This is an optimization exercise on Yosys and OpenROAD, whose aim is small area, not a production implementation. At most, simulation tests tie the RTL to the original design; equivalence was not proved. Power figures rest on the tool's default switching activity, not on a simulated workload.

## the reference run
Design shooter_top, start of the top module:
module shooter_top #(
  parameter int TICK_DIV   = 64,
  parameter int FIFO_DEPTH = 16
) (
  input  logic        CLOCK_50,
  input  logic        rst_n,
  input  logic        btn_left,
  input  logic        btn_right,
  input  logic        btn_up,
  input  logic        btn_down,
  input  logic        fire,
  input  logic        restart,
  input  logic        plot_ready,
  output logic        plot_valid,
  output logic [7:0]  plot_x,
  output logic [6:0]  plot_y,
  output logic [2:0]  plot_color,
  output logic [2:0]  game_state
);
For scale: ~1100 cells after synthesis, about 150 flip-flops, about 31 I/O pins, ~11000 um^2 of cells after synthesis.
clock: 10.0 ns
lec_check: 0
cap_margin: 20
core_margin: 2
core_utilization: 40
slew_margin: 20
run.sh (not shown) runs the stock make flow with config.mk's settings and CLKGATE_MAP_FILE= SYNTH_SCRIPT=/design/flow/synth_recipe.tcl, a recipe that flattens the netlist after the stock synthesis.
The reference run reached the end of the flow, and the finished layout is clean on the timing, design-rule and antenna checks.
Changes in the trial run relative to the reference run:
--- a/flow/config.mk
+++ b/flow/config.mk
@@ -8,4 +8,7 @@
 export CAP_MARGIN = 20
 export CORE_MARGIN = 2
-export CORE_UTILIZATION = 40
+export CORE_UTILIZATION = 60
+export CTS_CLUSTER_DIAMETER = 100
+export CTS_CLUSTER_SIZE = 40
+export PLACE_DENSITY = 0.7
 export SLEW_MARGIN = 20
Notes after the runs:
- Looking at combinational fraction of design power, the trial run sits above the reference run.
- In the trial run, the cell total after placement came out 110 below the value in the reference run.
- Looking at wire length on met3 across the trial run and the reference run, the one that comes out lower is the reference run.

* * *

Setup of the baseline:
shooter_top, a different RTL version from the one above (not shown whole).
Size in the first run: roughly 990 cells after synthesis, roughly 110 flip-flops, ~31 I/O pins, about 9000 um2 of cells after synthesis.
export LEC_CHECK = 0
export CAP_MARGIN = 20
export CORE_MARGIN = 2
export CORE_UTILIZATION = 60
export CTS_BUF_LIST = sky130_fd_sc_hd__clkbuf_4 sky130_fd_sc_hd__clkbuf_8
export PLACE_DENSITY = 0.7
export SLEW_MARGIN = 20
create_clock -name core_clock -period 10.0 [get_ports {CLOCK_50}]
standard.sh (not shown) runs the stock make flow with config.mk's settings and CLKGATE_MAP_FILE= SYNTH_SCRIPT=/design/flow/synth_recipe.tcl, a recipe that flattens the netlist after the stock synthesis.
==> flow/flow/run.sh <==
#!/bin/bash
# Standard layout, with clock tree synthesis told not to add dummy loads and to
# cluster at most 10 flip-flops per leaf buffer.
set -euo pipefail
export CTS_ARGS="-sink_clustering_enable -repair_clock_nets -buf_list sky130_fd_sc_hd__clkbuf_8 -sink_clustering_size 10 -sink_clustering_max_diameter 60 -dont_use_dummy_load"
bash standard.sh > standard_flow.log 2>&1
The baseline did not stop at any stage, and its layout met the timing, design-rule and antenna checks.
Input changes introduced in the candidate (baseline for comparison: the baseline):
# the baseline
export LEC_CHECK = 0
export CAP_MARGIN = 20
export CORE_MARGIN = 2
export CORE_UTILIZATION = 60
export CTS_BUF_LIST = sky130_fd_sc_hd__clkbuf_4 sky130_fd_sc_hd__clkbuf_8
export PLACE_DENSITY = 0.7
export SLEW_MARGIN = 20
create_clock -name core_clock -period 10.0 [get_ports {CLOCK_50}]
# the candidate
export LEC_CHECK = 0
export ABC_AREA = 1
export CAP_MARGIN = 20
export CORE_MARGIN = 2
export CORE_UTILIZATION = 60
export PLACE_DENSITY = 0.7
export SLEW_MARGIN = 20
create_clock -name core_clock -period 10.0 [get_ports {CLOCK_50}]
==> flow/flow/run.sh <==
#!/bin/bash
# Standard layout with three changes:
#  - synthesis maps with an area-oriented ABC script (flow/abc_area.script, used
#    through ABC_AREA=1 from a copy of the ORFS scripts folder; all other scripts
#    are ORFS's own);
#  - the smallest buffer on each port;
#  - clock tree synthesis without dummy loads.
set -euo pipefail
here=$(pwd)
rm -rf "$here/orfs_scripts"
cp -r "$FLOW_HOME/scripts" "$here/orfs_scripts"
cp "$here/flow/abc_area.script" "$here/orfs_scripts/abc_area.script"
export SCRIPTS_DIR="$here/orfs_scripts"
export BUFFER_PORTS_ARGS="-inputs -outputs -buffer_cell sky130_fd_sc_hd__buf_1"
export CTS_ARGS="-sink_clustering_enable -repair_clock_nets -buf_list sky130_fd_sc_hd__clkbuf_8 -dont_use_dummy_load"
bash standard.sh > standard_flow.log 2>&1
==> flow/flow/abc_area.script (new file) <==
strash
&get -n
&st
&syn2
&dch -f
&nf -a -R 1000
&put
topo
Results
The candidate ended up with a21oi_1 as its slowest library cell on the worst path; the baseline ended up with dfstp_2. Going from the baseline to the candidate, power has decreased, clock period minus final worst setup slack went up by 3.8 ps, power density over the cells dropped 12%. Compared the baseline against the candidate; final worst-path cycle share within noise. The candidate vs the baseline, largest family of logic cells by synthesized area: simple AND/OR/NAND/NOR gates vs compound AO/OA/AOI/OAI gates. Delta(global routing met1 resource utilization, the candidate - the baseline) < 0. Post-synthesis simple-gate area fraction: the baseline vs the candidate, no meaningful difference.

* * *

Starting RTL as in the previous note.
export LEC_CHECK = 0
export ABC_AREA = 1
export CAP_MARGIN = 20
export CORE_MARGIN = 2
export CORE_UTILIZATION = 60
export PLACE_DENSITY = 0.7
export SLEW_MARGIN = 20
create_clock -name core_clock -period 10.0 [get_ports {CLOCK_50}]
==> flow/flow/run.sh <==
#!/bin/bash
# Standard layout with four changes:
#  - synthesis maps with an area-oriented ABC script (flow/abc_area.script, used
#    through ABC_AREA=1 from a copy of the ORFS scripts folder; all other scripts
#    are ORFS's own);
#  - adders are left to ABC instead of being mapped to half/full adder cells
#    beforehand (ADDER_MAP_FILE empty);
#  - the smallest buffer on each port;
#  - clock tree synthesis without dummy loads.
# Registers are mapped before ABC runs, so they are those of the standard synthesis.
set -euo pipefail
here=$(pwd)
rm -rf "$here/orfs_scripts"
cp -r "$FLOW_HOME/scripts" "$here/orfs_scripts"
cp "$here/flow/abc_area.script" "$here/orfs_scripts/abc_area.script"
export SCRIPTS_DIR="$here/orfs_scripts"
export ADDER_MAP_FILE=
export BUFFER_PORTS_ARGS="-inputs -outputs -buffer_cell sky130_fd_sc_hd__buf_1"
export CTS_ARGS="-sink_clustering_enable -repair_clock_nets -buf_list sky130_fd_sc_hd__clkbuf_8 -dont_use_dummy_load"
bash standard.sh > standard_flow.log 2>&1
==> flow/flow/abc_area.script <==
strash
&get -n
&st
&dc2
&syn2
&dch -f
&nf -a -R 1000
&st
&dc2
&syn2
&dch -f
&nf -a -R 1000
&st
&dc2
&syn2
&dch -f
&nf -a -R 1000
&put
topo
==> next run, changes <==
==> flow/flow/run.sh (replaced) <==
#!/bin/bash
# Standard layout, with clock tree synthesis told not to add dummy loads.
set -euo pipefail
export CTS_ARGS="-sink_clustering_enable -repair_clock_nets -buf_list sky130_fd_sc_hd__clkbuf_8 -dont_use_dummy_load"
bash standard.sh > standard_flow.log 2>&1
Settings changed: ABC_AREA 1 to not set, CTS_BUF_LIST set to sky130_fd_sc_hd__clkbuf_4 sky130_fd_sc_hd__clkbuf_8.
removed: flow/flow/abc_area.script
Worst hold slack improved by 0.014 ns.
Final area goes up by about a fifth.
Final cell count goes up by roughly a tenth.
Die area goes up by about a fifth.
First-iteration DRC count goes down slightly.
==> next run, changes <==
--- a/flow/flow/run.sh
+++ b/flow/flow/run.sh
@@ -2 +2,9 @@
-# Standard layout, with clock tree synthesis told not to add dummy loads.
+# Standard layout with four changes:
+#  - synthesis maps with an area-oriented ABC script (flow/abc_area.script, used
+#    through ABC_AREA=1 from a copy of the ORFS scripts folder; all other scripts
+#    are ORFS's own);
+#  - adders are left to ABC instead of being mapped to half/full adder cells
+#    beforehand (ADDER_MAP_FILE empty);
+#  - the smallest buffer on each port;
+#  - clock tree synthesis without dummy loads.
+# Registers are mapped before ABC runs, so they are those of the standard synthesis.
@@ -3,0 +12,7 @@
+here=$(pwd)
+rm -rf "$here/orfs_scripts"
+cp -r "$FLOW_HOME/scripts" "$here/orfs_scripts"
+cp "$here/flow/abc_area.script" "$here/orfs_scripts/abc_area.script"
+export SCRIPTS_DIR="$here/orfs_scripts"
+export ADDER_MAP_FILE=
+export BUFFER_PORTS_ARGS="-inputs -outputs -buffer_cell sky130_fd_sc_hd__buf_1"
==> flow/flow/abc_area.script (new file) <==
strash
&get -n
&st
&syn2
&dch -f
&nf -a -R 1000
&st
&syn2
&dch -f
&nf -a -R 1000
&put
topo
Settings changed: ABC_AREA set to 1, CTS_BUF_LIST sky130_fd_sc_hd__clkbuf_4 sky130_fd_sc_hd__clkbuf_8 to not set.
What happened: The new run finished with timing, DRC and antenna clean. Combinational power came out lower by 29%. Core utilization went down by 0.57 points. Non-clock buffer count falls by 1. Final area drops by 14%. Sequential power rises by 2.9%. Worst setup slack is better by 0.84 ns. Wire length fell by 13%. First-iteration DRC count went up by 36%. Global-route usage came out higher by 0.29 points. Power is lower by 19%. Die area is lower by 14%.
==> next run, changes <==
==> flow/flow/abc_area.script (replaced) <==
strash
&get -n
&st
&deepsyn -J 20
&st
&dc2
&syn2
&dch -f
&nf -a -R 1000
&st
&dc2
&syn2
&dch -f
&nf -a -R 1000
&st
&dc2
&syn2
&dch -f
&nf -a -R 1000
&put
topo
=> The new run went through all stages and came out clean; final area shrinks by 6.0%; synthesized area falls by about 6%; worst setup slack improved by 1.2 ns; maximum frequency grows by about 18%; via count came out lower by about 9%; core utilization shrinks by 0.28 points; clock-buffer cell count stays the same; worst hold slack improved by 0.0054 ns; cell count falls by 11%; non-clock buffer count rises by 3.

* * *

shooter_top again, from the RTL that the note above started with.
export LEC_CHECK = 0
export CAP_MARGIN = 20
export CORE_MARGIN = 2
export CORE_UTILIZATION = 60
export CTS_BUF_LIST = sky130_fd_sc_hd__clkbuf_4 sky130_fd_sc_hd__clkbuf_8
export PLACE_DENSITY = 0.7
export SLEW_MARGIN = 20
create_clock -name core_clock -period 10.0 [get_ports {CLOCK_50}]
==> flow/flow/run.sh <==
#!/bin/bash
# Standard layout, with the smallest buffer on each port and clock tree
# synthesis told not to add dummy loads and to cluster at most 10 flip-flops
# per leaf buffer.
set -euo pipefail
export BUFFER_PORTS_ARGS="-inputs -outputs -buffer_cell sky130_fd_sc_hd__buf_1"
export CTS_ARGS="-sink_clustering_enable -repair_clock_nets -buf_list sky130_fd_sc_hd__clkbuf_8 -sink_clustering_size 10 -sink_clustering_max_diameter 60 -dont_use_dummy_load"
bash standard.sh > standard_flow.log 2>&1
==> next run, changes <==
==> flow/run.sh (new file) <==
#!/bin/bash
# synth_recipe.tcl (not shown) runs the flow's synth.tcl, then flattens the netlist and writes it again
# the make line also repeats each setting of config.mk as NAME=value (left out here)
make -C /OpenROAD-flow-scripts/flow DESIGN_CONFIG=/design/flow/config.mk WORK_HOME=/design/flow/orfs CLKGATE_MAP_FILE= SYNTH_SCRIPT=/design/flow/synth_recipe.tcl finish
removed: flow/flow/run.sh
removed: flow/standard.sh
The changed run passed the timing, design-rule and antenna checks.
Synthesized area is unchanged.
Worst setup slack degrades by 230 ps.
Routed wire length grows by a few percent.
Worst hold slack gets better by 19 ps.
Count of clock-buffer cells in the layout grows by 1.
Sequential share of layout area decreases by 0.90 points.
==> next run, changes <==
==> flow/flow/run.sh (new file) <==
#!/bin/bash
# Standard layout with four changes:
#  - synthesis maps with an area-oriented ABC script (flow/abc_area.script, used
#    through ABC_AREA=1 from a copy of the ORFS scripts folder; all other scripts
#    are ORFS's own);
#  - adders are left to ABC instead of being mapped to half/full adder cells
#    beforehand (ADDER_MAP_FILE empty);
#  - the smallest buffer on each port;
#  - clock tree synthesis without dummy loads.
# Registers are mapped before ABC runs, so they are those of the standard synthesis.
set -euo pipefail
here=$(pwd)
rm -rf "$here/orfs_scripts"
cp -r "$FLOW_HOME/scripts" "$here/orfs_scripts"
cp "$here/flow/abc_area.script" "$here/orfs_scripts/abc_area.script"
export SCRIPTS_DIR="$here/orfs_scripts"
export ADDER_MAP_FILE=
export BUFFER_PORTS_ARGS="-inputs -outputs -buffer_cell sky130_fd_sc_hd__buf_1"
export CTS_ARGS="-sink_clustering_enable -repair_clock_nets -buf_list sky130_fd_sc_hd__clkbuf_8 -dont_use_dummy_load"
bash standard.sh > standard_flow.log 2>&1
==> flow/flow/abc_area.script (new file) <==
strash
&get -n
&st
&deepsyn -J 20
&st
&dc2
&syn2
&dch -f
&nf -a -R 1000
&st
&dc2
&syn2
&dch -f
&nf -a -R 1000
&st
&dc2
&syn2
&dch -f
&nf -a -R 1000
&st
&deepsyn -J 20
&put
dch -f
amap
topo
==> flow/standard.sh (new file) <==
#!/bin/bash
# synth_recipe.tcl (not shown) runs the flow's synth.tcl, then flattens the netlist and writes it again
# the make line also repeats each setting of config.mk as NAME=value (left out here)
make -C /OpenROAD-flow-scripts/flow DESIGN_CONFIG=/design/flow/config.mk WORK_HOME=/design/flow/orfs CLKGATE_MAP_FILE= SYNTH_SCRIPT=/design/flow/synth_recipe.tcl "${@:-finish}"
ABC_AREA = 1   (was not set)
CTS_BUF_LIST = not set   (was sky130_fd_sc_hd__clkbuf_4 sky130_fd_sc_hd__clkbuf_8)
removed: flow/run.sh
Effect: The changed run completed with no timing, DRC or antenna violations. Final cell count falls by 10%. Clock power falls by 21%. Sequential power falls by 4.4%. Design area falls by 23%. Routed wire length falls by 19%.

* * *

shooter_top, a different RTL version from the one above (not shown whole).
Size in the first run: roughly 1000 cells after synthesis, about 120 flip-flops, ~31 I/O pins.
## shooter_top
module shooter_top #(
  parameter int TICK_DIV   = 64,
  parameter int FIFO_DEPTH = 16
) (
  input  logic        CLOCK_50,
  input  logic        rst_n,
  input  logic        btn_left,
  input  logic        btn_right,
  input  logic        btn_up,
  input  logic        btn_down,
  input  logic        fire,
  input  logic        restart,
  input  logic        plot_ready,
  output logic        plot_valid,
  output logic [7:0]  plot_x,
  output logic [6:0]  plot_y,
  output logic [2:0]  plot_color,
  output logic [2:0]  game_state
);
  localparam int TW = (TICK_DIV > 1) ? $clog2(TICK_DIV) : 1;
  localparam int AW = (FIFO_DEPTH > 1) ? $clog2(FIFO_DEPTH) : 1;
  localparam logic [AW:0] FULL_CNT = (AW+1)'(FIFO_DEPTH);
  localparam logic [1:0] T_FILL = 2'd0;
  localparam logic [1:0] T_SHIP = 2'd1;
  localparam logic [1:0] T_ENEMY = 2'd2;
  localparam logic [1:0] T_BUL  = 2'd3;
  logic [TW-1:0] tick_cnt;
  logic          tick;
  logic          frame_go;
  logic [6:0]    lfsr;
  logic [6:0]    pending;
  logic [6:0]    first_box;
  logic          end_drawn;    
  logic [7:0]    ship_x, enemy_x, bul_x;
  logic [6:0]    ship_y, enemy_y, bul_y;
  logic          bul_act;
  logic [7:0]    cur_ship_x, cur_enemy_x;    
  logic [6:0]    cur_ship_y, cur_enemy_y;
  logic          cur_bul_act;
  logic [7:0]    ers_bul_x;
  logic [6:0]    ers_bul_y;
  logic          mv_l, mv_r, mv_u, mv_d;   
  ...
export LEC_CHECK = 0
export CAP_MARGIN = 20
export CORE_MARGIN = 2
export CORE_UTILIZATION = 60
export CTS_BUF_LIST = sky130_fd_sc_hd__clkbuf_4 sky130_fd_sc_hd__clkbuf_8
export PLACE_DENSITY = 0.7
export SLEW_MARGIN = 20
create_clock -name core_clock -period 10.0 [get_ports {CLOCK_50}]
run.sh (not shown) runs the stock make flow with config.mk's settings and CLKGATE_MAP_FILE= SYNTH_SCRIPT=/design/flow/synth_recipe.tcl, a recipe that flattens the netlist after the stock synthesis.
Stock flow here: none of the scripts above is used.
The first run completed without violations.
Change:
CTS_BUF_LIST = sky130_fd_sc_hd__clkbuf_4   (was sky130_fd_sc_hd__clkbuf_4 sky130_fd_sc_hd__clkbuf_8)
CTS_CLUSTER_DIAMETER = 50   (was default)
CTS_CLUSTER_SIZE = 8   (was default)
Count of clock-buffer cells in the layout came out lower by 3.
First-iteration DRC count came out higher by a little under a tenth.
Register-to-register slack is better by 0.03 ns.
Combinational power is about the same.
No functional check of the RTL was part of any run of this note.

## port drivers added, routing unchanged
The results above use ideal ports. As a check the final layouts listed here were re-extracted and re-timed, cells and wires unchanged. Step 1 (the two cells are an assumption about what drives the block):
set clk [get_ports {CLOCK_50}]
set_driving_cell -lib_cell sky130_fd_sc_hd__clkbuf_16 $clk
set_driving_cell -lib_cell sky130_fd_sc_hd__buf_2 [delete_from_list [all_inputs] $clk]
Step 2 moves the port delays by t, midway between the first and last clock arrival at a register: inputs arrive t later, outputs are due t later. That takes back most of the time a late clock gives input paths. a / b / c = ideal ports / drivers / drivers and shift; a / b = the first two.
run	t (ns)	setup WS [ns]	hold WS [ns]	worst setup path at the end	slew at the worst register clock pin (ns)
the reference run	0.475	2.437 / 2.390 / 2.296	0.462 / 0.462 / 0.462	input to register	0.08 / 0.08
the trial run	0.470	2.322 / 2.275 / 2.354	0.482 / 0.482 / 0.482	input to register	0.07 / 0.07
the baseline	0.421	1.174 / 1.174 / 1.174	0.498 / 0.498 / 0.498	register to register	0.12 / 0.12
the candidate	0.418	1.170 / 1.170 / 1.170	0.466 / 0.466 / 0.466	register to register	0.11 / 0.11
the first run of note 3	0.412	2.703 / 2.703 / 2.703	0.484 / 0.484 / 0.484	register to register	0.10 / 0.10
the second run of note 3	0.421	1.174 / 1.174 / 1.174	0.498 / 0.498 / 0.498	register to register	0.12 / 0.12
the third run of note 3	0.415	2.013 / 2.013 / 2.013	0.472 / 0.472 / 0.472	register to register	0.10 / 0.10
the fourth run of note 3	0.409	3.205 / 3.221 / 2.811	0.477 / 0.477 / 0.477	input to register	0.10 / 0.10
the first run of note 4	0.431	1.394 / 1.394 / 1.394	0.487 / 0.487 / 0.487	register to register	0.12 / 0.12
the second run of note 4	0.425	1.166 / 1.166 / 1.166	0.506 / 0.506 / 0.506	register to register	0.12 / 0.12
the third run of note 4	0.423	2.756 / 2.756 / 2.538	0.489 / 0.489 / 0.489	input to register	0.12 / 0.12
the first run of note 5	0.479	2.002 / 1.967 / 2.303	0.473 / 0.473 / 0.473	input to register	0.08 / 0.08
the second run of note 5	0.577	1.906 / 1.870 / 2.364	0.473 / 0.473 / 0.473	input to register	0.12 / 0.12
After both steps setup and hold are still met in every run listed. For the fourth run of note 3, which loses most, drivers alone change the setup slack by +0.016 ns; drivers and shift together by -0.394 ns.
